What follows belongs to an exercise in optimizing a design on an open flow for small area, a short achievable clock period and few clock cycles per item; a production flow would make more cautious choices. RTL that was checked went through simulation tests only; none was proved equivalent to the original. No functional check of the RTL was part of run 1.

## design/flow/run.sh

```bash
#!/bin/bash
# synth_recipe.tcl (not shown) runs the flow's synth.tcl, then flattens the netlist and writes it again
# the make line also repeats each setting of config.mk as NAME=value (left out here)
make -C /OpenROAD-flow-scripts/flow DESIGN_CONFIG=/design/flow/config.mk WORK_HOME=/design/flow/orfs CLKGATE_MAP_FILE= SYNTH_SCRIPT=/design/flow/synth_recipe.tcl finish
```

## design/flow/config.mk

```make
export PLATFORM = sky130hd
export DESIGN_NAME = idct_top
export DESIGN_NICKNAME = idct_top
export VERILOG_FILES = /design/flow/design.v
export SDC_FILE = /design/flow/constraint.sdc
export NUM_CORES = 4
export LEC_CHECK = 0
export CAP_MARGIN = 20
export CORE_MARGIN = 2
export CORE_UTILIZATION = 30
export PLACE_DENSITY = 0.5
export SLEW_MARGIN = 20
```

## design/flow/constraint.sdc

```tcl
create_clock -name core_clock -period 9.0 [get_ports {CLOCK_50_I}]
set_input_delay 1.8000 -clock core_clock [delete_from_list [all_inputs] [get_ports {CLOCK_50_I}]]
set_output_delay 1.8000 -clock core_clock [all_outputs]
set_load 0.01 [all_outputs]
```

## design/flow/design.v

```verilog
package idct_pkg;
	typedef logic signed [15:0] sample_t;    
	typedef logic signed [15:0] coeff_t;     
	typedef logic signed [39:0] acc_t;
	typedef logic [7:0]         pixel_t;
	typedef logic [17:0] sram_addr_t;
	typedef logic [15:0] sram_data_t;
	typedef logic [5:0] mat_idx_t;           
	typedef logic [4:0] blk_row_t;
	typedef logic [5:0] blk_col_t;
	typedef enum logic [2:0] {
		CTRL_IDLE,
		CTRL_FETCH,
		CTRL_PASS1,
		CTRL_PASS2,
		CTRL_DRAIN,
		CTRL_DONE
	} ctrl_state_t;
	typedef enum logic [1:0] {
		IO_IDLE,
		IO_READ,
		IO_WRITE
	} io_state_t;
endpackage
`timescale 1ns/1ns
module idct_tstore #(
	parameter int TAP = 0
) (
	input  logic       CLOCK_50_I,
	input  logic [7:0] we,                
	input  logic [7:0][3:0] wd,           
	input  logic [2:0] col,               
	output logic [7:0][3:0] rd            
);
	logic [7:0][7:0][3:0][3:0] ring;      
	always_ff @(posedge CLOCK_50_I) begin
		for (int r = 0; r < 8; r++) begin
			for (int c = 0; c < 8; c++) begin
				ring[r][c][0] <= ring[r][c][1];
				ring[r][c][1] <= ring[r][c][2];
				ring[r][c][2] <= ring[r][c][3];
				ring[r][c][3] <= we[r] ? wd[c] : ring[r][c][0];
			end
		end
	end
	always_comb begin
		for (int r = 0; r < 8; r++) begin
			rd[r] = ring[r][col][TAP];
		end
	end
endmodule
`timescale 1ns/1ns
module idct_ds (
	input  logic       CLOCK_50_I,
	input  logic [2:0] phn,          
	input  logic [3:0] x0,
	input  logic [3:0] x1,
	input  logic [3:0] x2,
	input  logic [3:0] x3,
	input  logic [3:0] x4,
	input  logic [3:0] x5,
	input  logic [3:0] x6,
	input  logic [3:0] x7,
	output logic [3:0] y0,
	output logic [3:0] y1,
	output logic [3:0] y2,
	output logic [3:0] y3,
	output logic [3:0] y4,
	output logic [3:0] y5,
	output logic [3:0] y6,
	output logic [3:0] y7
);
	localparam int LAT = 3;
	logic [2:0] p0n;
	assign p0n = phn - 3'd6;
	logic p0_is7;
	logic [2:0] p1n;
	assign p1n = phn - 3'd7;
	logic p1_is7;
	logic [2:0] p2n;
	assign p2n = phn - 3'd0;
	logic p2_is7;
	logic p0_ge1;
	logic p0_ge2;
	logic p0_ge3;
	logic p1_ge1;
	logic p1_ge2;
	logic p1_ge3;
	logic p2_ge1;
	logic p2_ge2;
	logic p2_ge3;
	logic [3:0] d0_r1;
	logic [3:0] d0_r2;
	logic [3:0] d0_r3;
	logic [3:0] d1_r1;
	logic [3:0] d1_r2;
	logic [3:0] d1_r3;
	logic [3:0] d2_r1;
	logic [3:0] d2_r2;
	logic [3:0] d2_r3;
	logic [3:0] d3_r1;
	logic [3:0] d3_r2;
	logic [3:0] d3_r3;
	logic [3:0] a0_r1;
	logic [3:0] a1_r1;
	logic [3:0] b0_r1;
	logic [3:0] b0_r2;
	logic [3:0] b0_r3;
	logic [3:0] b0_r4;
	logic [3:0] b1_r1;
	logic [3:0] b1_r2;
	logic [3:0] b1_r3;
	logic [3:0] b1_r4;
	logic [3:0] u0_r1;
	logic [3:0] u0_r2;
	logic [3:0] u4_r1;
	logic [3:0] u4_r2;
	logic [3:0] t0_r1;
	logic [3:0] t0_r2;
	logic [3:0] t0_r3;
	logic [3:0] t4_r1;
	logic [3:0] t4_r2;
	logic [3:0] t4_r3;
	logic [3:0] t0d_r1;
	logic [3:0] t0d_r2;
	logic [3:0] t0d_r3;
	logic [3:0] t0d_r4;
	logic [3:0] t0d_r5;
	logic [3:0] t1d_r1;
	logic [3:0] t1d_r2;
	logic [3:0] t1d_r3;
	logic [3:0] t1d_r4;
	logic [3:0] t1d_r5;
	logic [3:0] t2d_r1;
	logic [3:0] t2d_r2;
	logic [3:0] t2d_r3;
	logic [3:0] t2d_r4;
	logic [3:0] t2d_r5;
	logic [3:0] t3d_r1;
	logic [3:0] t3d_r2;
	logic [3:0] t3d_r3;
	logic [3:0] t3d_r4;
	logic [3:0] t3d_r5;
	logic [3:0] y0_1_r1;
	logic [3:0] y0_2_r1;
	logic [3:0] y4_3_r1;
	logic [3:0] y4_4_r1;
	logic [3:0] y2_7_r1;
	logic [3:0] y2_9_r1;
	logic [3:0] y2_10_r1;
	logic [3:0] y2_11_r1;
	logic [3:0] y6_13_r1;
	logic [3:0] y6_16_r1;
	logic [3:0] y6_17_r1;
	logic [3:0] y6_18_r1;
	logic [3:0] m399_0_20_r1;
	logic [3:0] m2008_0_23_r1;
	logic [3:0] m1702_0_25_r1;
	logic [3:0] m399_1_28_r1;
	logic [3:0] m2008_1_31_r1;
	logic [3:0] m1702_1_33_r1;
	logic [3:0] m399_2_36_r1;
	logic [3:0] m2008_2_39_r1;
	logic [3:0] m1702_2_41_r1;
	logic [3:0] m399_3_44_r1;
	logic [3:0] m2008_3_47_r1;
	logic [3:0] m1702_3_49_r1;
	logic [3:0] y1_51_r1;
	logic [3:0] y1_53_r1;
	logic [3:0] y3_54_r1;
	logic [3:0] y3_56_r1;
	logic [3:0] y5_57_r1;
	logic [3:0] y5_59_r1;
	logic [3:0] y7_60_r1;
	logic [3:0] y7_62_r1;
	logic [3:0] u0_r1_m1_1;
	assign u0_r1_m1_1 = u0_r1 & {4{p1_ge1}};
	logic [3:0] u4_r1_m1_1;
	assign u4_r1_m1_1 = u4_r1 & {4{p1_ge1}};
	logic [3:0] d0_r1_m0_1;
	assign d0_r1_m0_1 = d0_r1 & {4{p0_ge1}};
	logic [3:0] d1_r1_m0_1;
	assign d1_r1_m0_1 = d1_r1 & {4{p0_ge1}};
	logic [3:0] d2_r1_m0_1;
	assign d2_r1_m0_1 = d2_r1 & {4{p0_ge1}};
	logic [3:0] d3_r1_m0_1;
	assign d3_r1_m0_1 = d3_r1 & {4{p0_ge1}};
	logic [3:0] t0_r2_m1_2;
	assign t0_r2_m1_2 = t0_r2 & {4{p1_ge2}};
	logic [3:0] t0_r3_m1_3;
	assign t0_r3_m1_3 = t0_r3 & {4{p1_ge3}};
	logic [3:0] u0_r2_m1_2;
	assign u0_r2_m1_2 = u0_r2 & {4{p1_ge2}};
	logic [3:0] t0_r1_m1_1;
	assign t0_r1_m1_1 = t0_r1 & {4{p1_ge1}};
	logic [3:0] t0_r2_m2_1;
	assign t0_r2_m2_1 = t0_r2 & {4{p2_ge1}};
	logic [3:0] t4_r2_m1_2;
	assign t4_r2_m1_2 = t4_r2 & {4{p1_ge2}};
	logic [3:0] t4_r3_m1_3;
	assign t4_r3_m1_3 = t4_r3 & {4{p1_ge3}};
	logic [3:0] u4_r2_m1_2;
	assign u4_r2_m1_2 = u4_r2 & {4{p1_ge2}};
	logic [3:0] t4_r1_m1_1;
	assign t4_r1_m1_1 = t4_r1 & {4{p1_ge1}};
	logic [3:0] t4_r2_m2_1;
	assign t4_r2_m2_1 = t4_r2 & {4{p2_ge1}};
	logic [3:0] b0_r2_m0_2;
	assign b0_r2_m0_2 = b0_r2 & {4{p0_ge2}};
	logic [3:0] b0_r3_m0_3;
	assign b0_r3_m0_3 = b0_r3 & {4{p0_ge3}};
	logic [3:0] b0_r1_m0_1;
	assign b0_r1_m0_1 = b0_r1 & {4{p0_ge1}};
	logic [3:0] b0_r3_m1_2;
	assign b0_r3_m1_2 = b0_r3 & {4{p1_ge2}};
	logic [3:0] b0_r4_m1_3;
	assign b0_r4_m1_3 = b0_r4 & {4{p1_ge3}};
	logic [3:0] b0_r2_m1_1;
	assign b0_r2_m1_1 = b0_r2 & {4{p1_ge1}};
	logic [3:0] b1_r2_m0_2;
	assign b1_r2_m0_2 = b1_r2 & {4{p0_ge2}};
	logic [3:0] b1_r3_m0_3;
	assign b1_r3_m0_3 = b1_r3 & {4{p0_ge3}};
	logic [3:0] b1_r1_m0_1;
	assign b1_r1_m0_1 = b1_r1 & {4{p0_ge1}};
	logic [3:0] b1_r3_m1_2;
	assign b1_r3_m1_2 = b1_r3 & {4{p1_ge2}};
	logic [3:0] b1_r2_m1_1;
	assign b1_r2_m1_1 = b1_r2 & {4{p1_ge1}};
	logic [3:0] b1_r4_m1_3;
	assign b1_r4_m1_3 = b1_r4 & {4{p1_ge3}};
	logic [3:0] t0d_r1_m0_1;
	assign t0d_r1_m0_1 = t0d_r1 & {4{p0_ge1}};
	logic [3:0] t0d_r2_m0_2;
	assign t0d_r2_m0_2 = t0d_r2 & {4{p0_ge2}};
	logic [3:0] t0d_r2_m1_1;
	assign t0d_r2_m1_1 = t0d_r2 & {4{p1_ge1}};
	logic [3:0] t0d_r3_m1_2;
	assign t0d_r3_m1_2 = t0d_r3 & {4{p1_ge2}};
	logic [3:0] t0d_r4_m1_3;
	assign t0d_r4_m1_3 = t0d_r4 & {4{p1_ge3}};
	logic [3:0] t0d_r4_m2_2;
	assign t0d_r4_m2_2 = t0d_r4 & {4{p2_ge2}};
	logic [3:0] t0d_r5_m2_3;
	assign t0d_r5_m2_3 = t0d_r5 & {4{p2_ge3}};
	logic [3:0] d0_r2_m0_2;
	assign d0_r2_m0_2 = d0_r2 & {4{p0_ge2}};
	logic [3:0] d0_r3_m0_3;
	assign d0_r3_m0_3 = d0_r3 & {4{p0_ge3}};
	logic [3:0] t0d_r3_m0_3;
	assign t0d_r3_m0_3 = t0d_r3 & {4{p0_ge3}};
	logic [3:0] t1d_r1_m0_1;
	assign t1d_r1_m0_1 = t1d_r1 & {4{p0_ge1}};
	logic [3:0] t1d_r2_m0_2;
	assign t1d_r2_m0_2 = t1d_r2 & {4{p0_ge2}};
	logic [3:0] t1d_r2_m1_1;
	assign t1d_r2_m1_1 = t1d_r2 & {4{p1_ge1}};
	logic [3:0] t1d_r3_m1_2;
	assign t1d_r3_m1_2 = t1d_r3 & {4{p1_ge2}};
	logic [3:0] t1d_r4_m1_3;
	assign t1d_r4_m1_3 = t1d_r4 & {4{p1_ge3}};
	logic [3:0] t1d_r4_m2_2;
	assign t1d_r4_m2_2 = t1d_r4 & {4{p2_ge2}};
	logic [3:0] t1d_r5_m2_3;
	assign t1d_r5_m2_3 = t1d_r5 & {4{p2_ge3}};
	logic [3:0] d1_r2_m0_2;
	assign d1_r2_m0_2 = d1_r2 & {4{p0_ge2}};
	logic [3:0] d1_r3_m0_3;
	assign d1_r3_m0_3 = d1_r3 & {4{p0_ge3}};
	logic [3:0] t1d_r3_m0_3;
	assign t1d_r3_m0_3 = t1d_r3 & {4{p0_ge3}};
	logic [3:0] t2d_r1_m0_1;
	assign t2d_r1_m0_1 = t2d_r1 & {4{p0_ge1}};
	logic [3:0] t2d_r2_m0_2;
	assign t2d_r2_m0_2 = t2d_r2 & {4{p0_ge2}};
	logic [3:0] t2d_r2_m1_1;
	assign t2d_r2_m1_1 = t2d_r2 & {4{p1_ge1}};
	logic [3:0] t2d_r3_m1_2;
	assign t2d_r3_m1_2 = t2d_r3 & {4{p1_ge2}};
	logic [3:0] t2d_r4_m1_3;
	assign t2d_r4_m1_3 = t2d_r4 & {4{p1_ge3}};
	logic [3:0] t2d_r4_m2_2;
	assign t2d_r4_m2_2 = t2d_r4 & {4{p2_ge2}};
	logic [3:0] t2d_r5_m2_3;
	assign t2d_r5_m2_3 = t2d_r5 & {4{p2_ge3}};
	logic [3:0] d2_r2_m0_2;
	assign d2_r2_m0_2 = d2_r2 & {4{p0_ge2}};
	logic [3:0] d2_r3_m0_3;
	assign d2_r3_m0_3 = d2_r3 & {4{p0_ge3}};
	logic [3:0] t2d_r3_m0_3;
	assign t2d_r3_m0_3 = t2d_r3 & {4{p0_ge3}};
	logic [3:0] t3d_r1_m0_1;
	assign t3d_r1_m0_1 = t3d_r1 & {4{p0_ge1}};
	logic [3:0] t3d_r2_m0_2;
	assign t3d_r2_m0_2 = t3d_r2 & {4{p0_ge2}};
	logic [3:0] t3d_r2_m1_1;
	assign t3d_r2_m1_1 = t3d_r2 & {4{p1_ge1}};
	logic [3:0] t3d_r3_m1_2;
	assign t3d_r3_m1_2 = t3d_r3 & {4{p1_ge2}};
	logic [3:0] t3d_r4_m1_3;
	assign t3d_r4_m1_3 = t3d_r4 & {4{p1_ge3}};
	logic [3:0] t3d_r4_m2_2;
	assign t3d_r4_m2_2 = t3d_r4 & {4{p2_ge2}};
	logic [3:0] t3d_r5_m2_3;
	assign t3d_r5_m2_3 = t3d_r5 & {4{p2_ge3}};
	logic [3:0] d3_r2_m0_2;
	assign d3_r2_m0_2 = d3_r2 & {4{p0_ge2}};
	logic [3:0] d3_r3_m0_3;
	assign d3_r3_m0_3 = d3_r3 & {4{p0_ge3}};
	logic [3:0] t3d_r3_m0_3;
	assign t3d_r3_m0_3 = t3d_r3 & {4{p0_ge3}};
	logic [3:0] e0;
	logic e0_c, e0_co;
	idct_dsadd e0_u (.a(x0), .b(x7), .ci(e0_c), .s(e0), .co(e0_co));
	logic [3:0] e1;
	logic e1_c, e1_co;
	idct_dsadd e1_u (.a(x1), .b(x6), .ci(e1_c), .s(e1), .co(e1_co));
	logic [3:0] e2;
	logic e2_c, e2_co;
	idct_dsadd e2_u (.a(x2), .b(x5), .ci(e2_c), .s(e2), .co(e2_co));
	logic [3:0] e3;
	logic e3_c, e3_co;
	idct_dsadd e3_u (.a(x3), .b(x4), .ci(e3_c), .s(e3), .co(e3_co));
	logic [3:0] d0;
	logic d0_c, d0_co;
	idct_dsadd d0_u (.a(x0), .b(~x7), .ci(d0_c), .s(d0), .co(d0_co));
	logic [3:0] d1;
	logic d1_c, d1_co;
	idct_dsadd d1_u (.a(x1), .b(~x6), .ci(d1_c), .s(d1), .co(d1_co));
	logic [3:0] d2;
	logic d2_c, d2_co;
	idct_dsadd d2_u (.a(x2), .b(~x5), .ci(d2_c), .s(d2), .co(d2_co));
	logic [3:0] d3;
	logic d3_c, d3_co;
	idct_dsadd d3_u (.a(x3), .b(~x4), .ci(d3_c), .s(d3), .co(d3_co));
	logic [3:0] a0;
	logic a0_c, a0_co;
	idct_dsadd a0_u (.a(e0), .b(e3), .ci(a0_c), .s(a0), .co(a0_co));
	logic [3:0] a1;
	logic a1_c, a1_co;
	idct_dsadd a1_u (.a(e1), .b(e2), .ci(a1_c), .s(a1), .co(a1_co));
	logic [3:0] b0;
	logic b0_c, b0_co;
	idct_dsadd b0_u (.a(e0), .b(~e3), .ci(b0_c), .s(b0), .co(b0_co));
	logic [3:0] b1;
	logic b1_c, b1_co;
	idct_dsadd b1_u (.a(e1), .b(~e2), .ci(b1_c), .s(b1), .co(b1_co));
	logic [3:0] u0;
	logic u0_c, u0_co;
	idct_dsadd u0_u (.a(a0_r1), .b(a1_r1), .ci(u0_c), .s(u0), .co(u0_co));
	logic [3:0] u4;
	logic u4_c, u4_co;
	idct_dsadd u4_u (.a(a0_r1), .b(~a1_r1), .ci(u4_c), .s(u4), .co(u4_co));
	logic [3:0] t0;
	logic t0_c, t0_co;
	idct_dsadd t0_u (.a(u0), .b({u0[2:0], u0_r1_m1_1[3:3]}), .ci(t0_c), .s(t0), .co(t0_co));
	logic [3:0] t4;
	logic t4_c, t4_co;
	idct_dsadd t4_u (.a(u4), .b({u4[2:0], u4_r1_m1_1[3:3]}), .ci(t4_c), .s(t4), .co(t4_co));
	logic [3:0] t0d;
	logic t0d_c, t0d_co;
	idct_dsadd t0d_u (.a(d0), .b({d0[2:0], d0_r1_m0_1[3:3]}), .ci(t0d_c), .s(t0d), .co(t0d_co));
	logic [3:0] t1d;
	logic t1d_c, t1d_co;
	idct_dsadd t1d_u (.a(d1), .b({d1[2:0], d1_r1_m0_1[3:3]}), .ci(t1d_c), .s(t1d), .co(t1d_co));
	logic [3:0] t2d;
	logic t2d_c, t2d_co;
	idct_dsadd t2d_u (.a(d2), .b({d2[2:0], d2_r1_m0_1[3:3]}), .ci(t2d_c), .s(t2d), .co(t2d_co));
	logic [3:0] t3d;
	logic t3d_c, t3d_co;
	idct_dsadd t3d_u (.a(d3), .b({d3[2:0], d3_r1_m0_1[3:3]}), .ci(t3d_c), .s(t3d), .co(t3d_co));
	logic [3:0] y0_1;
	logic y0_1_c, y0_1_co;
	idct_dsadd y0_1_u (.a({t0_r2_m1_2[2:0], t0_r3_m1_3[3:3]}), .b(~{u0_r1_m1_1[1:0], u0_r2_m1_2[3:2]}), .ci(y0_1_c), .s(y0_1), .co(y0_1_co));
	logic [3:0] y0_2;
	logic y0_2_c, y0_2_co;
	idct_dsadd y0_2_u (.a(y0_1_r1), .b(~{t0_r1[0:0], t0_r2_m2_1[3:1]}), .ci(y0_2_c), .s(y0_2), .co(y0_2_co));
	logic [3:0] y4_3;
	logic y4_3_c, y4_3_co;
	idct_dsadd y4_3_u (.a({t4_r2_m1_2[2:0], t4_r3_m1_3[3:3]}), .b(~{u4_r1_m1_1[1:0], u4_r2_m1_2[3:2]}), .ci(y4_3_c), .s(y4_3), .co(y4_3_co));
	logic [3:0] y4_4;
	logic y4_4_c, y4_4_co;
	idct_dsadd y4_4_u (.a(y4_3_r1), .b(~{t4_r1[0:0], t4_r2_m2_1[3:1]}), .ci(y4_4_c), .s(y4_4), .co(y4_4_co));
	logic [3:0] y2_5;
	logic y2_5_c, y2_5_co;
	idct_dsadd y2_5_u (.a({b0_r3_m1_2[0:0], b0_r4_m1_3[3:1]}), .b({b0_r1[1:0], b0_r2_m1_1[3:2]}), .ci(y2_5_c), .s(y2_5), .co(y2_5_co));
	logic [3:0] y2_6;
	logic y2_6_c, y2_6_co;
	idct_dsadd y2_6_u (.a({b1_r2_m0_2[1:0], b1_r3_m0_3[3:2]}), .b(b1_r1_m0_1), .ci(y2_6_c), .s(y2_6), .co(y2_6_co));
	logic [3:0] y2_7;
	logic y2_7_c, y2_7_co;
	idct_dsadd y2_7_u (.a(y2_6), .b(~{b0_r1_m0_1[0:0], b0_r2_m0_2[3:1]}), .ci(y2_7_c), .s(y2_7), .co(y2_7_co));
	logic [3:0] y2_8;
	logic y2_8_c, y2_8_co;
	idct_dsadd y2_8_u (.a(y2_7_r1), .b(~{b0_r2_m1_1[2:0], b0_r3_m1_2[3:3]}), .ci(y2_8_c), .s(y2_8), .co(y2_8_co));
	logic [3:0] y2_9;
	logic y2_9_c, y2_9_co;
	idct_dsadd y2_9_u (.a(b1_r3_m1_2), .b(b1_r1), .ci(y2_9_c), .s(y2_9), .co(y2_9_co));
	logic [3:0] y2_10;
	logic y2_10_c, y2_10_co;
	idct_dsadd y2_10_u (.a(y2_5), .b(y2_8), .ci(y2_10_c), .s(y2_10), .co(y2_10_co));
	logic [3:0] y2_11;
	logic y2_11_c, y2_11_co;
	idct_dsadd y2_11_u (.a(y2_10_r1), .b(~y2_9_r1), .ci(y2_11_c), .s(y2_11), .co(y2_11_co));
	logic [3:0] y6_12;
	logic y6_12_c, y6_12_co;
	idct_dsadd y6_12_u (.a({b0_r2_m0_2[1:0], b0_r3_m0_3[3:2]}), .b(b0_r1_m0_1), .ci(y6_12_c), .s(y6_12), .co(y6_12_co));
	logic [3:0] y6_13;
	logic y6_13_c, y6_13_co;
	idct_dsadd y6_13_u (.a(y6_12), .b({b1_r1_m0_1[0:0], b1_r2_m0_2[3:1]}), .ci(y6_13_c), .s(y6_13), .co(y6_13_co));
	logic [3:0] y6_14;
	logic y6_14_c, y6_14_co;
	idct_dsadd y6_14_u (.a({b1_r2_m1_1[2:0], b1_r3_m1_2[3:3]}), .b(y6_13_r1), .ci(y6_14_c), .s(y6_14), .co(y6_14_co));
	logic [3:0] y6_15;
	logic y6_15_c, y6_15_co;
	idct_dsadd y6_15_u (.a(b0_r3_m1_2), .b(b0_r1), .ci(y6_15_c), .s(y6_15), .co(y6_15_co));
	logic [3:0] y6_16;
	logic y6_16_c, y6_16_co;
	idct_dsadd y6_16_u (.a({b1_r3_m1_2[0:0], b1_r4_m1_3[3:1]}), .b({b1_r1[1:0], b1_r2_m1_1[3:2]}), .ci(y6_16_c), .s(y6_16), .co(y6_16_co));
	logic [3:0] y6_17;
	logic y6_17_c, y6_17_co;
	idct_dsadd y6_17_u (.a(y6_14), .b(~y6_15), .ci(y6_17_c), .s(y6_17), .co(y6_17_co));
	logic [3:0] y6_18;
	logic y6_18_c, y6_18_co;
	idct_dsadd y6_18_u (.a(y6_17_r1), .b(~y6_16_r1), .ci(y6_18_c), .s(y6_18), .co(y6_18_co));
	logic [3:0] m399_0_19;
	logic m399_0_19_c, m399_0_19_co;
	idct_dsadd m399_0_19_u (.a({t0d_r2_m1_1[0:0], t0d_r3_m1_2[3:1]}), .b({t0d_r1[1:0], t0d_r2_m1_1[3:2]}), .ci(m399_0_19_c), .s(m399_0_19), .co(m399_0_19_co));
	logic [3:0] m399_0_20;
	logic m399_0_20_c, m399_0_20_co;
	idct_dsadd m399_0_20_u (.a(t0d_r1), .b(m399_0_19), .ci(m399_0_20_c), .s(m399_0_20), .co(m399_0_20_co));
	logic [3:0] m1137_0_21;
	logic m1137_0_21_c, m1137_0_21_co;
	idct_dsadd m1137_0_21_u (.a({t0d_r4_m2_2[2:0], t0d_r5_m2_3[3:3]}), .b(~m399_0_20_r1), .ci(m1137_0_21_c), .s(m1137_0_21), .co(m1137_0_21_co));
	logic [3:0] m2008_0_22;
	logic m2008_0_22_c, m2008_0_22_co;
	idct_dsadd m2008_0_22_u (.a({d0_r2_m0_2[0:0], d0_r3_m0_3[3:1]}), .b(~{d0_r1_m0_1[2:0], d0_r2_m0_2[3:3]}), .ci(m2008_0_22_c), .s(m2008_0_22), .co(m2008_0_22_co));
	logic [3:0] m2008_0_23;
	logic m2008_0_23_c, m2008_0_23_co;
	idct_dsadd m2008_0_23_u (.a(m2008_0_22), .b(~{d0[0:0], d0_r1_m0_1[3:1]}), .ci(m2008_0_23_c), .s(m2008_0_23), .co(m2008_0_23_co));
	logic [3:0] m1702_0_24;
	logic m1702_0_24_c, m1702_0_24_co;
	idct_dsadd m1702_0_24_u (.a({d0_r1_m0_1[1:0], d0_r2_m0_2[3:2]}), .b({t0d_r2_m0_2[2:0], t0d_r3_m0_3[3:3]}), .ci(m1702_0_24_c), .s(m1702_0_24), .co(m1702_0_24_co));
	logic [3:0] m1702_0_25;
	logic m1702_0_25_c, m1702_0_25_co;
	idct_dsadd m1702_0_25_u (.a(m1702_0_24), .b({t0d_r1_m0_1[2:0], t0d_r2_m0_2[3:3]}), .ci(m1702_0_25_c), .s(m1702_0_25), .co(m1702_0_25_co));
	logic [3:0] m1702_0_26;
	logic m1702_0_26_c, m1702_0_26_co;
	idct_dsadd m1702_0_26_u (.a({t0d_r1[2:0], t0d_r2_m1_1[3:3]}), .b(m1702_0_25_r1), .ci(m1702_0_26_c), .s(m1702_0_26), .co(m1702_0_26_co));
	logic [3:0] m399_1_27;
	logic m399_1_27_c, m399_1_27_co;
	idct_dsadd m399_1_27_u (.a({t1d_r2_m1_1[0:0], t1d_r3_m1_2[3:1]}), .b({t1d_r1[1:0], t1d_r2_m1_1[3:2]}), .ci(m399_1_27_c), .s(m399_1_27), .co(m399_1_27_co));
	logic [3:0] m399_1_28;
	logic m399_1_28_c, m399_1_28_co;
	idct_dsadd m399_1_28_u (.a(t1d_r1), .b(m399_1_27), .ci(m399_1_28_c), .s(m399_1_28), .co(m399_1_28_co));
	logic [3:0] m1137_1_29;
	logic m1137_1_29_c, m1137_1_29_co;
	idct_dsadd m1137_1_29_u (.a({t1d_r4_m2_2[2:0], t1d_r5_m2_3[3:3]}), .b(~m399_1_28_r1), .ci(m1137_1_29_c), .s(m1137_1_29), .co(m1137_1_29_co));
	logic [3:0] m2008_1_30;
	logic m2008_1_30_c, m2008_1_30_co;
	idct_dsadd m2008_1_30_u (.a({d1_r2_m0_2[0:0], d1_r3_m0_3[3:1]}), .b(~{d1_r1_m0_1[2:0], d1_r2_m0_2[3:3]}), .ci(m2008_1_30_c), .s(m2008_1_30), .co(m2008_1_30_co));
	logic [3:0] m2008_1_31;
	logic m2008_1_31_c, m2008_1_31_co;
	idct_dsadd m2008_1_31_u (.a(m2008_1_30), .b(~{d1[0:0], d1_r1_m0_1[3:1]}), .ci(m2008_1_31_c), .s(m2008_1_31), .co(m2008_1_31_co));
	logic [3:0] m1702_1_32;
	logic m1702_1_32_c, m1702_1_32_co;
	idct_dsadd m1702_1_32_u (.a({d1_r1_m0_1[1:0], d1_r2_m0_2[3:2]}), .b({t1d_r2_m0_2[2:0], t1d_r3_m0_3[3:3]}), .ci(m1702_1_32_c), .s(m1702_1_32), .co(m1702_1_32_co));
	logic [3:0] m1702_1_33;
	logic m1702_1_33_c, m1702_1_33_co;
	idct_dsadd m1702_1_33_u (.a(m1702_1_32), .b({t1d_r1_m0_1[2:0], t1d_r2_m0_2[3:3]}), .ci(m1702_1_33_c), .s(m1702_1_33), .co(m1702_1_33_co));
	logic [3:0] m1702_1_34;
	logic m1702_1_34_c, m1702_1_34_co;
	idct_dsadd m1702_1_34_u (.a({t1d_r1[2:0], t1d_r2_m1_1[3:3]}), .b(m1702_1_33_r1), .ci(m1702_1_34_c), .s(m1702_1_34), .co(m1702_1_34_co));
	logic [3:0] m399_2_35;
	logic m399_2_35_c, m399_2_35_co;
	idct_dsadd m399_2_35_u (.a({t2d_r2_m1_1[0:0], t2d_r3_m1_2[3:1]}), .b({t2d_r1[1:0], t2d_r2_m1_1[3:2]}), .ci(m399_2_35_c), .s(m399_2_35), .co(m399_2_35_co));
	logic [3:0] m399_2_36;
	logic m399_2_36_c, m399_2_36_co;
	idct_dsadd m399_2_36_u (.a(t2d_r1), .b(m399_2_35), .ci(m399_2_36_c), .s(m399_2_36), .co(m399_2_36_co));
	logic [3:0] m1137_2_37;
	logic m1137_2_37_c, m1137_2_37_co;
	idct_dsadd m1137_2_37_u (.a({t2d_r4_m2_2[2:0], t2d_r5_m2_3[3:3]}), .b(~m399_2_36_r1), .ci(m1137_2_37_c), .s(m1137_2_37), .co(m1137_2_37_co));
	logic [3:0] m2008_2_38;
	logic m2008_2_38_c, m2008_2_38_co;
	idct_dsadd m2008_2_38_u (.a({d2_r2_m0_2[0:0], d2_r3_m0_3[3:1]}), .b(~{d2_r1_m0_1[2:0], d2_r2_m0_2[3:3]}), .ci(m2008_2_38_c), .s(m2008_2_38), .co(m2008_2_38_co));
	logic [3:0] m2008_2_39;
	logic m2008_2_39_c, m2008_2_39_co;
	idct_dsadd m2008_2_39_u (.a(m2008_2_38), .b(~{d2[0:0], d2_r1_m0_1[3:1]}), .ci(m2008_2_39_c), .s(m2008_2_39), .co(m2008_2_39_co));
	logic [3:0] m1702_2_40;
	logic m1702_2_40_c, m1702_2_40_co;
	idct_dsadd m1702_2_40_u (.a({d2_r1_m0_1[1:0], d2_r2_m0_2[3:2]}), .b({t2d_r2_m0_2[2:0], t2d_r3_m0_3[3:3]}), .ci(m1702_2_40_c), .s(m1702_2_40), .co(m1702_2_40_co));
	logic [3:0] m1702_2_41;
	logic m1702_2_41_c, m1702_2_41_co;
	idct_dsadd m1702_2_41_u (.a(m1702_2_40), .b({t2d_r1_m0_1[2:0], t2d_r2_m0_2[3:3]}), .ci(m1702_2_41_c), .s(m1702_2_41), .co(m1702_2_41_co));
	logic [3:0] m1702_2_42;
	logic m1702_2_42_c, m1702_2_42_co;
	idct_dsadd m1702_2_42_u (.a({t2d_r1[2:0], t2d_r2_m1_1[3:3]}), .b(m1702_2_41_r1), .ci(m1702_2_42_c), .s(m1702_2_42), .co(m1702_2_42_co));
	logic [3:0] m399_3_43;
	logic m399_3_43_c, m399_3_43_co;
	idct_dsadd m399_3_43_u (.a({t3d_r2_m1_1[0:0], t3d_r3_m1_2[3:1]}), .b({t3d_r1[1:0], t3d_r2_m1_1[3:2]}), .ci(m399_3_43_c), .s(m399_3_43), .co(m399_3_43_co));
	logic [3:0] m399_3_44;
	logic m399_3_44_c, m399_3_44_co;
	idct_dsadd m399_3_44_u (.a(t3d_r1), .b(m399_3_43), .ci(m399_3_44_c), .s(m399_3_44), .co(m399_3_44_co));
	logic [3:0] m1137_3_45;
	logic m1137_3_45_c, m1137_3_45_co;
	idct_dsadd m1137_3_45_u (.a({t3d_r4_m2_2[2:0], t3d_r5_m2_3[3:3]}), .b(~m399_3_44_r1), .ci(m1137_3_45_c), .s(m1137_3_45), .co(m1137_3_45_co));
	logic [3:0] m2008_3_46;
	logic m2008_3_46_c, m2008_3_46_co;
	idct_dsadd m2008_3_46_u (.a({d3_r2_m0_2[0:0], d3_r3_m0_3[3:1]}), .b(~{d3_r1_m0_1[2:0], d3_r2_m0_2[3:3]}), .ci(m2008_3_46_c), .s(m2008_3_46), .co(m2008_3_46_co));
	logic [3:0] m2008_3_47;
	logic m2008_3_47_c, m2008_3_47_co;
	idct_dsadd m2008_3_47_u (.a(m2008_3_46), .b(~{d3[0:0], d3_r1_m0_1[3:1]}), .ci(m2008_3_47_c), .s(m2008_3_47), .co(m2008_3_47_co));
	logic [3:0] m1702_3_48;
	logic m1702_3_48_c, m1702_3_48_co;
	idct_dsadd m1702_3_48_u (.a({d3_r1_m0_1[1:0], d3_r2_m0_2[3:2]}), .b({t3d_r2_m0_2[2:0], t3d_r3_m0_3[3:3]}), .ci(m1702_3_48_c), .s(m1702_3_48), .co(m1702_3_48_co));
	logic [3:0] m1702_3_49;
	logic m1702_3_49_c, m1702_3_49_co;
	idct_dsadd m1702_3_49_u (.a(m1702_3_48), .b({t3d_r1_m0_1[2:0], t3d_r2_m0_2[3:3]}), .ci(m1702_3_49_c), .s(m1702_3_49), .co(m1702_3_49_co));
	logic [3:0] m1702_3_50;
	logic m1702_3_50_c, m1702_3_50_co;
	idct_dsadd m1702_3_50_u (.a({t3d_r1[2:0], t3d_r2_m1_1[3:3]}), .b(m1702_3_49_r1), .ci(m1702_3_50_c), .s(m1702_3_50), .co(m1702_3_50_co));
	logic [3:0] y1_51;
	logic y1_51_c, y1_51_co;
	idct_dsadd y1_51_u (.a(m2008_0_23_r1), .b(m1702_1_34), .ci(y1_51_c), .s(y1_51), .co(y1_51_co));
	logic [3:0] y1_52;
	logic y1_52_c, y1_52_co;
	idct_dsadd y1_52_u (.a(m399_3_44_r1), .b(y1_51_r1), .ci(y1_52_c), .s(y1_52), .co(y1_52_co));
	logic [3:0] y1_53;
	logic y1_53_c, y1_53_co;
	idct_dsadd y1_53_u (.a(m1137_2_37), .b(y1_52), .ci(y1_53_c), .s(y1_53), .co(y1_53_co));
	logic [3:0] y3_54;
	logic y3_54_c, y3_54_co;
	idct_dsadd y3_54_u (.a(m1702_0_26), .b(~m2008_2_39_r1), .ci(y3_54_c), .s(y3_54), .co(y3_54_co));
	logic [3:0] y3_55;
	logic y3_55_c, y3_55_co;
	idct_dsadd y3_55_u (.a(y3_54_r1), .b(~m399_1_28_r1), .ci(y3_55_c), .s(y3_55), .co(y3_55_co));
	logic [3:0] y3_56;
	logic y3_56_c, y3_56_co;
	idct_dsadd y3_56_u (.a(y3_55), .b(~m1137_3_45), .ci(y3_56_c), .s(y3_56), .co(y3_56_co));
	logic [3:0] y5_57;
	logic y5_57_c, y5_57_co;
	idct_dsadd y5_57_u (.a(m1702_3_50), .b(~m2008_1_31_r1), .ci(y5_57_c), .s(y5_57), .co(y5_57_co));
	logic [3:0] y5_58;
	logic y5_58_c, y5_58_co;
	idct_dsadd y5_58_u (.a(m399_2_36_r1), .b(y5_57_r1), .ci(y5_58_c), .s(y5_58), .co(y5_58_co));
	logic [3:0] y5_59;
	logic y5_59_c, y5_59_co;
	idct_dsadd y5_59_u (.a(m1137_0_21), .b(y5_58), .ci(y5_59_c), .s(y5_59), .co(y5_59_co));
	logic [3:0] y7_60;
	logic y7_60_c, y7_60_co;
	idct_dsadd y7_60_u (.a(m1702_2_42), .b(~m2008_3_47_r1), .ci(y7_60_c), .s(y7_60), .co(y7_60_co));
	logic [3:0] y7_61;
	logic y7_61_c, y7_61_co;
	idct_dsadd y7_61_u (.a(m399_0_20_r1), .b(y7_60_r1), .ci(y7_61_c), .s(y7_61), .co(y7_61_co));
	logic [3:0] y7_62;
	logic y7_62_c, y7_62_co;
	idct_dsadd y7_62_u (.a(y7_61), .b(~m1137_1_29), .ci(y7_62_c), .s(y7_62), .co(y7_62_co));
	assign y0 = y0_2_r1;
	assign y1 = y1_53_r1;
	assign y2 = y2_11_r1;
	assign y3 = y3_56_r1;
	assign y4 = y4_4_r1;
	assign y5 = y5_59_r1;
	assign y6 = y6_18_r1;
	assign y7 = y7_62_r1;
	always_ff @(posedge CLOCK_50_I) begin
		p0_is7 <= (p0n == 3'd7);
		p1_is7 <= (p1n == 3'd7);
		p2_is7 <= (p2n == 3'd7);
		p0_ge1 <= (p0n >= 3'd1);
		p0_ge2 <= (p0n >= 3'd2);
		p0_ge3 <= (p0n >= 3'd3);
		p1_ge1 <= (p1n >= 3'd1);
		p1_ge2 <= (p1n >= 3'd2);
		p1_ge3 <= (p1n >= 3'd3);
		p2_ge1 <= (p2n >= 3'd1);
		p2_ge2 <= (p2n >= 3'd2);
		p2_ge3 <= (p2n >= 3'd3);
		e0_c <= p0_is7 ? 1'b0 : e0_co;
		e1_c <= p0_is7 ? 1'b0 : e1_co;
		e2_c <= p0_is7 ? 1'b0 : e2_co;
		e3_c <= p0_is7 ? 1'b0 : e3_co;
		d0_c <= p0_is7 ? 1'b1 : d0_co;
		d1_c <= p0_is7 ? 1'b1 : d1_co;
		d2_c <= p0_is7 ? 1'b1 : d2_co;
		d3_c <= p0_is7 ? 1'b1 : d3_co;
		a0_c <= p0_is7 ? 1'b0 : a0_co;
		a1_c <= p0_is7 ? 1'b0 : a1_co;
		b0_c <= p0_is7 ? 1'b1 : b0_co;
		b1_c <= p0_is7 ? 1'b1 : b1_co;
		u0_c <= p1_is7 ? 1'b0 : u0_co;
		u4_c <= p1_is7 ? 1'b1 : u4_co;
		t0_c <= p1_is7 ? 1'b0 : t0_co;
		t4_c <= p1_is7 ? 1'b0 : t4_co;
		t0d_c <= p0_is7 ? 1'b0 : t0d_co;
		t1d_c <= p0_is7 ? 1'b0 : t1d_co;
		t2d_c <= p0_is7 ? 1'b0 : t2d_co;
		t3d_c <= p0_is7 ? 1'b0 : t3d_co;
		y0_1_c <= p1_is7 ? 1'b1 : y0_1_co;
		y0_2_c <= p2_is7 ? 1'b1 : y0_2_co;
		y4_3_c <= p1_is7 ? 1'b1 : y4_3_co;
		y4_4_c <= p2_is7 ? 1'b1 : y4_4_co;
		y2_5_c <= p1_is7 ? 1'b0 : y2_5_co;
		y2_6_c <= p0_is7 ? 1'b0 : y2_6_co;
		y2_7_c <= p0_is7 ? 1'b1 : y2_7_co;
		y2_8_c <= p1_is7 ? 1'b1 : y2_8_co;
		y2_9_c <= p1_is7 ? 1'b0 : y2_9_co;
		y2_10_c <= p1_is7 ? 1'b0 : y2_10_co;
		y2_11_c <= p2_is7 ? 1'b1 : y2_11_co;
		y6_12_c <= p0_is7 ? 1'b0 : y6_12_co;
		y6_13_c <= p0_is7 ? 1'b0 : y6_13_co;
		y6_14_c <= p1_is7 ? 1'b0 : y6_14_co;
		y6_15_c <= p1_is7 ? 1'b0 : y6_15_co;
		y6_16_c <= p1_is7 ? 1'b0 : y6_16_co;
		y6_17_c <= p1_is7 ? 1'b1 : y6_17_co;
		y6_18_c <= p2_is7 ? 1'b1 : y6_18_co;
		m399_0_19_c <= p1_is7 ? 1'b0 : m399_0_19_co;
		m399_0_20_c <= p1_is7 ? 1'b0 : m399_0_20_co;
		m1137_0_21_c <= p2_is7 ? 1'b1 : m1137_0_21_co;
		m2008_0_22_c <= p0_is7 ? 1'b1 : m2008_0_22_co;
		m2008_0_23_c <= p0_is7 ? 1'b1 : m2008_0_23_co;
		m1702_0_24_c <= p0_is7 ? 1'b0 : m1702_0_24_co;
		m1702_0_25_c <= p0_is7 ? 1'b0 : m1702_0_25_co;
		m1702_0_26_c <= p1_is7 ? 1'b0 : m1702_0_26_co;
		m399_1_27_c <= p1_is7 ? 1'b0 : m399_1_27_co;
		m399_1_28_c <= p1_is7 ? 1'b0 : m399_1_28_co;
		m1137_1_29_c <= p2_is7 ? 1'b1 : m1137_1_29_co;
		m2008_1_30_c <= p0_is7 ? 1'b1 : m2008_1_30_co;
		m2008_1_31_c <= p0_is7 ? 1'b1 : m2008_1_31_co;
		m1702_1_32_c <= p0_is7 ? 1'b0 : m1702_1_32_co;
		m1702_1_33_c <= p0_is7 ? 1'b0 : m1702_1_33_co;
		m1702_1_34_c <= p1_is7 ? 1'b0 : m1702_1_34_co;
		m399_2_35_c <= p1_is7 ? 1'b0 : m399_2_35_co;
		m399_2_36_c <= p1_is7 ? 1'b0 : m399_2_36_co;
		m1137_2_37_c <= p2_is7 ? 1'b1 : m1137_2_37_co;
		m2008_2_38_c <= p0_is7 ? 1'b1 : m2008_2_38_co;
		m2008_2_39_c <= p0_is7 ? 1'b1 : m2008_2_39_co;
		m1702_2_40_c <= p0_is7 ? 1'b0 : m1702_2_40_co;
		m1702_2_41_c <= p0_is7 ? 1'b0 : m1702_2_41_co;
		m1702_2_42_c <= p1_is7 ? 1'b0 : m1702_2_42_co;
		m399_3_43_c <= p1_is7 ? 1'b0 : m399_3_43_co;
		m399_3_44_c <= p1_is7 ? 1'b0 : m399_3_44_co;
		m1137_3_45_c <= p2_is7 ? 1'b1 : m1137_3_45_co;
		m2008_3_46_c <= p0_is7 ? 1'b1 : m2008_3_46_co;
		m2008_3_47_c <= p0_is7 ? 1'b1 : m2008_3_47_co;
		m1702_3_48_c <= p0_is7 ? 1'b0 : m1702_3_48_co;
		m1702_3_49_c <= p0_is7 ? 1'b0 : m1702_3_49_co;
		m1702_3_50_c <= p1_is7 ? 1'b0 : m1702_3_50_co;
		y1_51_c <= p1_is7 ? 1'b0 : y1_51_co;
		y1_52_c <= p2_is7 ? 1'b0 : y1_52_co;
		y1_53_c <= p2_is7 ? 1'b0 : y1_53_co;
		y3_54_c <= p1_is7 ? 1'b1 : y3_54_co;
		y3_55_c <= p2_is7 ? 1'b1 : y3_55_co;
		y3_56_c <= p2_is7 ? 1'b1 : y3_56_co;
		y5_57_c <= p1_is7 ? 1'b1 : y5_57_co;
		y5_58_c <= p2_is7 ? 1'b0 : y5_58_co;
		y5_59_c <= p2_is7 ? 1'b0 : y5_59_co;
		y7_60_c <= p1_is7 ? 1'b1 : y7_60_co;
		y7_61_c <= p2_is7 ? 1'b0 : y7_61_co;
		y7_62_c <= p2_is7 ? 1'b1 : y7_62_co;
		d0_r1 <= d0;
		d0_r2 <= d0_r1;
		d0_r3 <= d0_r2;
		d1_r1 <= d1;
		d1_r2 <= d1_r1;
		d1_r3 <= d1_r2;
		d2_r1 <= d2;
		d2_r2 <= d2_r1;
		d2_r3 <= d2_r2;
		d3_r1 <= d3;
		d3_r2 <= d3_r1;
		d3_r3 <= d3_r2;
		a0_r1 <= a0;
		a1_r1 <= a1;
		b0_r1 <= b0;
		b0_r2 <= b0_r1;
		b0_r3 <= b0_r2;
		b0_r4 <= b0_r3;
		b1_r1 <= b1;
		b1_r2 <= b1_r1;
		b1_r3 <= b1_r2;
		b1_r4 <= b1_r3;
		u0_r1 <= u0;
		u0_r2 <= u0_r1;
		u4_r1 <= u4;
		u4_r2 <= u4_r1;
		t0_r1 <= t0;
		t0_r2 <= t0_r1;
		t0_r3 <= t0_r2;
		t4_r1 <= t4;
		t4_r2 <= t4_r1;
		t4_r3 <= t4_r2;
		t0d_r1 <= t0d;
		t0d_r2 <= t0d_r1;
		t0d_r3 <= t0d_r2;
		t0d_r4 <= t0d_r3;
		t0d_r5 <= t0d_r4;
		t1d_r1 <= t1d;
		t1d_r2 <= t1d_r1;
		t1d_r3 <= t1d_r2;
		t1d_r4 <= t1d_r3;
		t1d_r5 <= t1d_r4;
		t2d_r1 <= t2d;
		t2d_r2 <= t2d_r1;
		t2d_r3 <= t2d_r2;
		t2d_r4 <= t2d_r3;
		t2d_r5 <= t2d_r4;
		t3d_r1 <= t3d;
		t3d_r2 <= t3d_r1;
		t3d_r3 <= t3d_r2;
		t3d_r4 <= t3d_r3;
		t3d_r5 <= t3d_r4;
		y0_1_r1 <= y0_1;
		y0_2_r1 <= y0_2;
		y4_3_r1 <= y4_3;
		y4_4_r1 <= y4_4;
		y2_7_r1 <= y2_7;
		y2_9_r1 <= y2_9;
		y2_10_r1 <= y2_10;
		y2_11_r1 <= y2_11;
		y6_13_r1 <= y6_13;
		y6_16_r1 <= y6_16;
		y6_17_r1 <= y6_17;
		y6_18_r1 <= y6_18;
		m399_0_20_r1 <= m399_0_20;
		m2008_0_23_r1 <= m2008_0_23;
		m1702_0_25_r1 <= m1702_0_25;
		m399_1_28_r1 <= m399_1_28;
		m2008_1_31_r1 <= m2008_1_31;
		m1702_1_33_r1 <= m1702_1_33;
		m399_2_36_r1 <= m399_2_36;
		m2008_2_39_r1 <= m2008_2_39;
		m1702_2_41_r1 <= m1702_2_41;
		m399_3_44_r1 <= m399_3_44;
		m2008_3_47_r1 <= m2008_3_47;
		m1702_3_49_r1 <= m1702_3_49;
		y1_51_r1 <= y1_51;
		y1_53_r1 <= y1_53;
		y3_54_r1 <= y3_54;
		y3_56_r1 <= y3_56;
		y5_57_r1 <= y5_57;
		y5_59_r1 <= y5_59;
		y7_60_r1 <= y7_60;
		y7_62_r1 <= y7_62;
	end
endmodule
module idct_dsadd (
	input  logic [3:0] a,
	input  logic [3:0] b,
	input  logic       ci,
	output logic [3:0] s,
	output logic       co
);
	logic [4:0] c;
	assign c[0] = ci;
	for (genvar i = 0; i < 4; i++) begin : g_fa
		assign s[i]   = a[i] ^ b[i] ^ c[i];
		assign c[i+1] = (a[i] & b[i]) | (a[i] & c[i]) | (b[i] & c[i]);
	end
	assign co = c[4];
endmodule
`timescale 1ns/1ns
module idct_top (
	input  logic                 CLOCK_50_I,
	input  logic                 resetn,
	input  logic                 start,
	input  idct_pkg::blk_row_t   block_row,
	input  idct_pkg::blk_col_t   block_col,
	output logic                 busy,
	output logic                 done,
	input  idct_pkg::sram_data_t sram_read_data,
	output idct_pkg::sram_data_t sram_write_data,
	output idct_pkg::sram_addr_t sram_address,
	output logic                 sram_we_n
);
	localparam int L       = 3;               
	localparam int DONE_TC = 150 + L;
	localparam int WR0     = 93 + L;          
	localparam int PIX0    = 85 + L;          
	logic [7:0] tc;
	logic [7:0] tcn;                          
	logic       accept;
	assign accept = start && !busy;
	assign tcn    = accept ? 8'd1 : (busy ? tc + 8'd1 : tc);
	always_ff @(posedge CLOCK_50_I or negedge resetn) begin
		if (!resetn) begin
			busy <= 1'b0;
			done <= 1'b0;
			tc   <= '0;
		end else begin
			tc <= tcn;
			if (accept) begin
				busy <= 1'b1;
				done <= 1'b0;
			end else begin
				done <= 1'b0;
				if (busy && tc == 8'(DONE_TC - 1)) begin
					busy <= 1'b0;
					done <= 1'b1;
				end
			end
		end
	end
	logic [4:0]  rq;
	logic [5:0]  kq;
	logic [13:0] mpos;                        
	logic [7:0]  wz;                          
	logic        wr_load;                     
	logic [2:0]  wr_i;
	logic [1:0]  wr_w;
	logic        rd_step;
	logic [14:0] hi_sum;
	logic        rd_base;
	assign mpos    = {1'b0, rq, 8'd0} + {3'b0, rq, 6'd0} + {8'd0, kq};
	assign wz      = tcn - 8'(WR0);
	assign hi_sum  = sram_address[17:3] + (rd_step ? 15'd40 : 15'd20);
	always_ff @(posedge CLOCK_50_I or negedge resetn) begin
		if (!resetn) begin
			wr_load <= 1'b0;
			rd_step <= 1'b0;
			rd_base <= 1'b0;
		end else begin
			wr_load <= (tcn >= 8'(WR0)) && (wz < 8'd64) && !wz[3];
			rd_step <= (tcn >= 8'd3) && (tcn <= 8'd65);
			rd_base <= (tcn == 8'd2);
		end
	end
	always_ff @(posedge CLOCK_50_I) begin
		rq   <= block_row;
		kq   <= block_col;
		wr_i <= wz[2:0];
		wr_w <= wz[5:4];
		if (rd_base) begin
			sram_address <= {15'(mpos) + 15'd9600, 3'd0};
		end else if (rd_step) begin
			if (sram_address[2:0] == 3'd7) begin
				sram_address <= {hi_sum, 3'd0};
			end else begin
				sram_address[2:0] <= sram_address[2:0] + 3'd1;
			end
		end else if (wr_load) begin
			if (wr_i == 3'd0) begin
				sram_address <= {2'b0, mpos, wr_w};
			end else begin
				sram_address[17:3] <= hi_sum;
			end
		end
	end
	logic [10:0][15:0] sr;                    
	logic [7:0]  fz;                          
	logic [2:0]  dk;
	logic        pass2_ld;
	logic [7:0][3:0] sdig;
	logic [7:0][3:0] tdig;
	logic [7:0][3:0] xr;
	logic [2:0]  rd_col;
	assign fz = tcn - 8'd5;
	always_ff @(posedge CLOCK_50_I) begin
		dk       <= fz[2:0];
		pass2_ld <= (tcn >= 8'd77);
		rd_col   <= fz[5:3] - 3'd1;           
	end
	always_comb begin
		for (int n = 0; n < 8; n++) begin
			case (dk[1:0])
				2'd0:    sdig[n] = sr[7 - n][3:0];
				2'd1:    sdig[n] = sr[8 - n][7:4];
				2'd2:    sdig[n] = sr[9 - n][11:8];
				default: sdig[n] = sr[10 - n][15:12];
			endcase
		end
	end
	always_ff @(posedge CLOCK_50_I) begin
		sr[0] <= sram_read_data;
		for (int p = 1; p < 11; p++) begin
			sr[p] <= sr[p - 1];
		end
		for (int n = 0; n < 8; n++) begin
			if (dk[2]) begin
				xr[n] <= {4{xr[n][3]}};       
			end else if (pass2_ld) begin
				xr[n] <= tdig[n];
			end else begin
				xr[n] <= sdig[n];
			end
		end
	end
	logic [7:0][3:0] y;
	idct_ds u_ds (
		.CLOCK_50_I(CLOCK_50_I), .phn(tcn[2:0]),
		.x0(xr[0]), .x1(xr[1]), .x2(xr[2]), .x3(xr[3]),
		.x4(xr[4]), .x5(xr[5]), .x6(xr[6]), .x7(xr[7]),
		.y0(y[0]), .y1(y[1]), .y2(y[2]), .y3(y[3]),
		.y4(y[4]), .y5(y[5]), .y6(y[6]), .y7(y[7])
	);
	logic [7:0] tz;                           
	logic [7:0] t_we;
	assign tz = tcn - 8'(16 + L);
	always_ff @(posedge CLOCK_50_I) begin
		for (int r = 0; r < 8; r++) begin
			t_we[r] <= (tcn >= 8'(16 + L)) && (tz < 8'd64) && (tz[5:3] == 3'(r)) && !tz[2];
		end
	end
	idct_tstore #(.TAP((L + 3) % 4)) u_t (
		.CLOCK_50_I(CLOCK_50_I), .we(t_we), .wd(y), .col(rd_col), .rd(tdig)
	);
	logic [7:0][3:0] yd1, yd2, yd3;
	logic [7:0][7:0] pix;
	logic [7:0][7:0] pa, pb;
	logic [7:0] pz;
	logic       pa_en, pb_en;
	assign pz = tcn - 8'(PIX0);
	always_ff @(posedge CLOCK_50_I) begin
		pa_en <= (tcn >= 8'(PIX0)) && (pz < 8'd64) && (pz[3:0] == 4'd0);
		pb_en <= (tcn >= 8'(PIX0)) && (pz < 8'd64) && (pz[3:0] == 4'd8);
	end
	always_comb begin
		for (int i = 0; i < 8; i++) begin
			if (y[i][3]) begin
				pix[i] = 8'd0;
			end else if ((|y[i][2:0]) || (|yd1[i])) begin
				pix[i] = 8'd255;
			end else begin
				pix[i] = {yd2[i], yd3[i]};
			end
		end
	end
	always_ff @(posedge CLOCK_50_I) begin
		for (int i = 0; i < 8; i++) begin
			yd1[i] <= y[i];
			yd2[i] <= yd1[i];
			yd3[i] <= yd2[i];
			if (pb_en) begin
				pb[i] <= pix[i];
			end
			if (pa_en) begin
				pa[i] <= pix[i];
			end
		end
		if (wr_load) begin
			sram_write_data <= {pa[wr_i], (wr_i == 3'd0) ? pix[0] : pb[wr_i]};
		end
	end
	always_ff @(posedge CLOCK_50_I or negedge resetn) begin
		if (!resetn) begin
			sram_we_n <= 1'b1;
		end else begin
			sram_we_n <= !(wr_load && busy);
		end
	end
endmodule
```

==> results.json, run 1 <==
{
  "status": "complete, no violations",
  "min_from": "u_t.ring[359]",
  "r2r_setup_slack_ps": 5490,
  "synth_area_leaders": "dfxtp_1 (58%), fa_1 (11%), edfxtp_1 (8.2%)",
  "postCtsSetupRepairBufs": 0,
  "grt_overflow_total": 0,
  "yosysTopAreaCellShare_pct": 58.3,
  "start_kind": "primary input",
  "slew_headroom_pct": 24.6,
  "grt_pass1_wl_mm": 188,
  "core_area_mm2": 0.197,
  "reg2reg_from": "rd_col[0]",
  "async_reset_ff_share_pct": 0.733,
  "maxCapViolCount": 0,
  "ioPinCount": 67,
  "final_nets": 4647,
  "initial_core_util_pct": 30.2,
  "synth.avg_cell_area_um2": 14.5,
  "die_h_um": 450,
  "synth_edf_count": 162,
  "timing.final.hold_violations": 0,
  "rsz0062_at_grt": "false",
  "ys_seq_area_share_pct": 67.0,
  "finalMaxSlewViolations": 0,
  "critical_path_class": "primary input to flop",
  "reg2reg_depth": 5,
  "numCtsBuffers": 186,
  "worst_pin_slew_ps": 1130,
  "hold_path_end": "u_t.ring[355]",
  "io_buffer_count": 66,
  "synth-warning-count": 3,
  "min_path_type": "flop to flop",
  "ant_nets": 0,
  "synth_cell_type_count": 68,
  "slowest_stage": "or4_4",
  "placed_cell_area_mm2": 0.0634,
  "path_max_fanout": 9,
  "critPathRequiredTime_ps": 9730,
  "htreeDepth": 4,
  "timing.setup.tns_ps": 0,
  "dpl.hpwl_mm": 83.0,
  "syn_to_final_growth_pct": 17.1,
  "die_area_mm2": 0.202,
  "netlist_instances": 4094,
  "hold_buffers": 0,
  "grt_max_degree": 65,
  "critical_path_buf_inv_count": 2,
  "grt_pass1_vias": 29800,
  "place_congestion": 0.756,
  "cts_root_buf": "clkbuf_16",
  "clock_sinks": 1910,
  "synth.cell_area_mm2": 0.0596,
  "end_kind": "flop",
  "drtPass1Iterations": 5,
  "first_iter_violations": 1384,
  "grtUsageTotal_pct": 12.4,
  "rr_endpoint": "xr[19]",
  "cts-resized-gates": 0,
  "synth-seq-cells": 1910,
  "num_vias": 28100,
  "path_clk_slew_ps": 60,
  "synth_ff_type": "dfxtp_1",
  "synth_largest_area_cell": "dfxtp_1",
  "critPathTopFamily": "simple AND/OR/NAND/NOR gates",
  "row_count": 163,
  "slowest_delay_ps": 600,
  "final.min_clock_period_ps": 4610,
  "path_cells": "clkdlybuf4s50_1 > or2_2 > o21ai_1 > inv_1 > ha_1 > or4_4 > or4b_4 > a311oi_1",
  "setup_violations": 0,
  "avgViaCountPerCell": 3.98,
  "die_w_um": 450,
  "fmaxAchievable_ghz": 0.217,
  "wl_per_cell_um": 17.6,
  "drc": 0,
  "cts_buffer_depth": 3,
  "fin_area_mm2": 0.0698,
  "antenna_found_initial": 11,
  "clk-insertion-delay-late_ps": 820,
  "cts_tree": "built",
  "final_cell_mix": "dfxtp_1 (1715), inv_1 (501), fa_1 (315), mux2_2 (266), clkbuf_16 (188)",
  "worstHoldPathCells": 0,
  "syn-num-nets": 4470,
  "layout-drive-gt1-share_pct": 17.9,
  "mostFrequentLayoutCell": "dfxtp_1",
  "finClkSkew_ps": 48.6,
  "cp.arrival_ps": 5340,
  "drt-total-wl_mm": 125,
  "fin_crit_sh_pct": 51.3
}
cells by family after synthesis:
kind of cell,Yosys count,share of synthesized area [%]
flip-flops,1910,67.0
buffers and inverters,631,4.05
AND/OR/NAND/NOR,482,4.10
multiplexers,435,10.5
adder cells (fa/ha/maj),348,11.3
AO/OA/AOI/OAI,232,2.24
XOR/XNOR,56,0.836
metal layers:
metal / global-route usage (%) / vias to the layer above / routed length, um
li1: - / 13500 / -
met1: 17.4 / 14000 / 61100
met2: 19.5 / 398 / 56600
met3: 2.32 / 185 / 4310
met4: 3.70 / 0 / 2730
met5: 0 / - / 0
cells in the mapped netlist (all sizes together) (5+ instances only):
library cell and instances:
a211oi 9, a21o 8, a21oi 101, and2 83, buf 52, clkbuf 75
dfrtp 13, dfxtp 1734, edfxtp 162, fa 315, ha 31, inv 502
mux2 266, mux2i 46, mux4 123, nand2 178, nand2b 23, nand3 16
nand4 7, nor2 63, nor2b 45, nor3 10, nor4 12, o21a 5
o21ai 77, or2 18, or4 8, xnor2 36, xor2 20
worst register-to-register path: cells and delay by family, from the launching register on:
family	cells	cell delay, ps
muxes	2	1160
buffers and inverters	2	1200
DFF	1	690
AOI/OAI and AO/OA	1	160
how the worst max path moves through the flow:
| stage | endpoint | slack, ps | cells past startpoint | startpoint |
|---|---|---|---|---|
| after floorplan | t_we[1] | 4610 | 7 | start |
| after global placement | t_we[1] | 3590 | 8 | start |
| after detailed placement | t_we[5] | 3560 | 8 | start |
| after CTS | t_we[5] | 4450 | 8 | start |
| after global routing | t_we[1] | 4190 | 8 | start |
| final | t_we[5] | 4390 | 8 | start |
registers in the layout, indices dropped and copies added (netlist names), 17 cells and up, named ones only:
name,flops
sr,152
xr,32
pb,59
yd3,32
pa,64
sram_address,17
yd2,32
yd1,32
u_t.ring,1024
layout make-up:
| class | instances | area, um^2 |
|---|---|---|
| Antenna cell | 5 | 12.5 |
| Clock inverter | 68 | 921 |
| Tap cell | 2640 | 3300 |
| Sequential cell | 1910 | 40000 |
| Clock buffer | 271 | 5430 |
| Fill cell | 18900 | 127000 |
| Timing Repair Buffer | 116 | 1040 |
| Multi-Input combinational cell | 1553 | 17200 |
| Inverter | 504 | 1890 |
metrics by stage:
step | utilization, % | instances | worst slack, ps | hold slack [ps]
global route | 35.4 | 7063 | 4190 | 314
CTS | 35.4 | 7062 | 4450 | 306
finish | 35.4 | 7067 | 4390 | 308
detailed placement | 32.2 | 6723 | 3560 | 312
global placement | 32.2 | 6723 | 3590 | 310
floorplan | - | 4094 | 4610 | 310
==> run 2: changes to the inputs <==
--- a/design/flow/design.v
+++ b/design/flow/design.v
@@ -24,28 +24,33 @@
 endpackage
 `timescale 1ns/1ns
 module idct_tstore #(
-	parameter int TAP = 0
+	parameter int L = 3                   
 ) (
-	input  logic       CLOCK_50_I,
-	input  logic [7:0] we,                
+	input  logic            CLOCK_50_I,
+	input  logic [7:0]      we,           
 	input  logic [7:0][3:0] wd,           
-	input  logic [2:0] col,               
+	input  logic            hi_col,       
 	output logic [7:0][3:0] rd            
 );
-	logic [7:0][7:0][3:0][3:0] ring;      
+	function automatic int port_slot(input int r, input int c);
+		port_slot = (60 - L + 8 * (c % 4 - r) + ((c >= 4) ? 4 : 0) + 64) % 32;
+	endfunction
+	logic [7:0][31:0][3:0] ring;          
 	always_ff @(posedge CLOCK_50_I) begin
 		for (int r = 0; r < 8; r++) begin
-			for (int c = 0; c < 8; c++) begin
-				ring[r][c][0] <= ring[r][c][1];
-				ring[r][c][1] <= ring[r][c][2];
-				ring[r][c][2] <= ring[r][c][3];
-				ring[r][c][3] <= we[r] ? wd[c] : ring[r][c][0];
+			for (int s = 0; s < 32; s++) begin
+				ring[r][s] <= ring[r][(s + 1) % 32];
+				for (int c = 0; c < 8; c++) begin
+					if (we[r] && port_slot(r, c) == s) begin
+						ring[r][s] <= wd[c];
+					end
+				end
 			end
 		end
 	end
 	always_comb begin
 		for (int r = 0; r < 8; r++) begin
-			rd[r] = ring[r][col][TAP];
+			rd[r] = hi_col ? ring[r][4] : ring[r][0];
 		end
 	end
 endmodule
@@ -901,8 +906,8 @@
 			t_we[r] <= (tcn >= 8'(16 + L)) && (tz < 8'd64) && (tz[5:3] == 3'(r)) && !tz[2];
 		end
 	end
-	idct_tstore #(.TAP((L + 3) % 4)) u_t (
-		.CLOCK_50_I(CLOCK_50_I), .we(t_we), .wd(y), .col(rd_col), .rd(tdig)
+	idct_tstore #(.L(L)) u_t (
+		.CLOCK_50_I(CLOCK_50_I), .we(t_we), .wd(y), .hi_col(rd_col[2]), .rd(tdig)
 	);
 	logic [7:0][3:0] yd1, yd2, yd3;
 	logic [7:0][7:0] pix;
@@ -930,15 +935,11 @@
 			yd1[i] <= y[i];
 			yd2[i] <= yd1[i];
 			yd3[i] <= yd2[i];
-			if (pb_en) begin
-				pb[i] <= pix[i];
-			end
-			if (pa_en) begin
-				pa[i] <= pix[i];
-			end
+			pa[i] <= pa_en ? pix[i] : pa[(i + 1) % 8];
+			pb[i] <= pb_en ? pix[i] : pb[(i + 1) % 8];
 		end
 		if (wr_load) begin
-			sram_write_data <= {pa[wr_i], (wr_i == 3'd0) ? pix[0] : pb[wr_i]};
+			sram_write_data <= {pa[1], (wr_i == 3'd0) ? pix[0] : pb[1]};
 		end
 	end
 	always_ff @(posedge CLOCK_50_I or negedge resetn) begin
--- a/design/flow/config.mk
+++ b/design/flow/config.mk
@@ -5,8 +5,10 @@
 export SDC_FILE = /design/flow/constraint.sdc
 export NUM_CORES = 4
 export LEC_CHECK = 0
+export ABC_CLOCK_PERIOD_IN_PS = 3500
 export CAP_MARGIN = 20
 export CORE_MARGIN = 2
 export CORE_UTILIZATION = 30
 export PLACE_DENSITY = 0.5
+export SETUP_SLACK_MARGIN = 5
 export SLEW_MARGIN = 20
==> run 2 against run 1 <==
Against the previous run:
- highest routed layer is now met5
- first-iteration DRC count fell by 7.6%
- critical endpoint is now busy
- flip-flop and latch count rose by 3
- non-clock buffer count fell by 4
- largest cell class unchanged
==> results.json, run 2 <==
{
  "antenna_found_initial": 9,
  "drtPass1Iterations": 5,
  "synth_cell_type_count": 72,
  "yosys.area_share.simple_pct": 4.22,
  "timing.setup.tns_ps": 0,
  "synthAdderAreaFrac_pct": 11.6,
  "drt-total-wl_mm": 116,
  "synth-compound-area-share_pct": 2.22,
  "fin_crit_sh_pct": 42.2,
  "clk-insertion-delay-late_ps": 810,
  "slowest_stage": "clkdlybuf4s50_1",
  "dpl.hpwl_mm": 76.8,
  "worst_pin_slew_ps": 1110,
  "final_cell_mix": "dfxtp_1 (1845), inv_1 (503), mux2_2 (395), fa_1 (315), clkbuf_16 (185)",
  "syn-num-nets": 4468,
  "synth-warning-count": 3,
  "htreeDepth": 4,
  "grt_pass1_vias": 29100,
  "layout-drive-gt1-share_pct": 18.8,
  "cts_tree": "built",
  "async_reset_ff_share_pct": 0.732,
  "min_from": "u_ds.t0_r1[3]",
  "ant_nets": 0,
  "yosysTopAreaCellShare_pct": 64.7,
  "num_vias": 27400,
  "finClkSkew_ps": 31.1,
  "place_congestion": 0.761,
  "status": "complete, no violations",
  "path_clk_slew_ps": 60,
  "netlist_instances": 4093,
  "clock_sinks": 1913,
  "fmaxAchievable_ghz": 0.263,
  "reg_top3": "u_t.ring x1024, sr x152",
  "slew_headroom_pct": 25.7,
  "synth-xor-area-share_pct": 0.821,
  "critPathTopFamily": "buffers and inverters",
  "first_iter_violations": 1279,
  "syn_to_final_growth_pct": 17.3,
  "synth_top_family_by_area": "adder cells",
  "timing.final.hold_violations": 0,
  "synth.cell_area_mm2": 0.0576,
  "grt_pass1_wl_mm": 178,
  "synth_ff_type": "dfxtp_1"
}
## run 2: changes by cell type in the layout (fill, tap and decap cells not counted), sizes merged, moves of 6 or more
cell	before	now
a211oi	9	3
a21oi	101	90
clkbuf	271	259
clkinv	44	56
dfxtp	1734	1860
edfxtp	162	39
inv	511	517
mux2	266	397
mux2i	46	35
mux4	123	32
nor2	63	46
o21ai	77	83
## run 2: layer usage
metal | GRT usage [%] | up-vias | wire length (um) | part of all wire [%]
met5 | 0 | - | 7 | 0.0060
met4 | 3.88 | 2 | 2610 | 2.2
met3 | 2.23 | 170 | 4220 | 3.6
met2 | 19.3 | 358 | 53900 | 46
met1 | 16.4 | 13600 | 55300 | 48
li1 | - | 13300 | - | -
## run 2: kinds of logic after synthesis
| family | after synthesis |
|---|---|
| compound gates | 226 |
| xor+xnor | 54 |
| fa+ha+maj | 347 |
| buf+inv | 626 |
| flops | 1913 |
| mux | 464 |
| simple gates | 463 |
## run 2: layout make-up
| type | instances | area, um^2 | area share (%) |
|---|---|---|---|
| Antenna cell | 4 | 10.0 | 0.0148 |
| Clock buffer | 259 | 5210 | 7.71 |
| Clock inverter | 87 | 1050 | 1.55 |
| Inverter | 506 | 1910 | 2.83 |
| Multi-Input combinational cell | 1554 | 16500 | 24.4 |
| Sequential cell | 1913 | 38800 | 57.4 |
| Tap cell | 2511 | 3140 | 4.65 |
| Timing Repair Buffer | 112 | 1010 | 1.49 |
## run 2: timing repair
action,in CTS,in global routing
setup endpoints to repair,5,4
hold endpoints to repair,0,0
resized for setup,4,2
## run 2: final timing paths
kind                                 end  slack (ps)  cells after the start
setup / recovery                    busy        5200                      1
hold / removal             u_ds.t0_r2[3]         300                      0
setup reg to reg            u_ds.y2_10_c        5550                      9
hold reg to reg            u_ds.t0_r2[3]         300                      0
max in group asynchronous           busy        7030                      1
min in group asynchronous        wr_load        1430                      1
## run 2: metrics by stage
| step | std cells | instance area, um^2 | hold slack (ps) | utilization [%] |
|---|---|---|---|---|
| 5_1_grt | 6942 | 67600 | 308 | 35.5 |
| 3_5_place_dp | 6596 | 61300 | 312 | 32.2 |
| 2_1_floorplan | 4093 | 57600 | 310 | - |
| 4_1_cts | 6942 | 67500 | 300 | 35.5 |
| 6_report | 6946 | 67600 | 300 | 35.5 |
| 3_3_place_gp | 6596 | 61300 | 310 | 32.2 |
## run 2: worst reg2reg max path, stage by stage (launching register included)
cell     delay [ps]
dfxtp_1         510
buf_4           380
nand2_1         200
maj3_1          380
fa_1            490
inv_1            50
fa_1            430
fa_1            390
fa_1            350
nor2b_1         130
Testbench counts of run 2, summed over its fixed seeds: cycles 19,584, blocks 128.

[separate check: timing with driven ports]
The results above use ideal ports. As a check the final layouts listed here were re-extracted and re-timed, cells and wires unchanged.
Step 1 (the two cells are an assumption about what drives the block):
set clk [get_ports {CLOCK_50_I}]
set_driving_cell -lib_cell sky130_fd_sc_hd__clkbuf_16 $clk
set_driving_cell -lib_cell sky130_fd_sc_hd__buf_2 [delete_from_list [all_inputs] $clk]
Step 2 moves the port delays by t, midway between the first and last clock arrival at a register: inputs arrive t later, outputs are due t later. That takes back most of the time a late clock gives input paths.
Slacks: no drivers / after step 1 / after step 2; pairs: no drivers / after step 1.
run | t (ns) | slack for setup (ns) | hold WS [ns] | clock arrival spread, ns | cell pins on the clock port's net
run 1 | 0.877 | 4.387 / 4.438 / 3.561 | 0.308 / 0.308 / 0.308 | 0.050 / 0.050 | 1
run 2 | 0.865 | 5.199 / 5.126 / 4.495 | 0.300 / 0.300 / 0.300 | 0.038 / 0.039 | 1
After both steps every run listed still meets setup and hold. The setup slack of run 1, which loses most, moves by +0.051 ns with the drivers and by -0.826 ns with both steps.
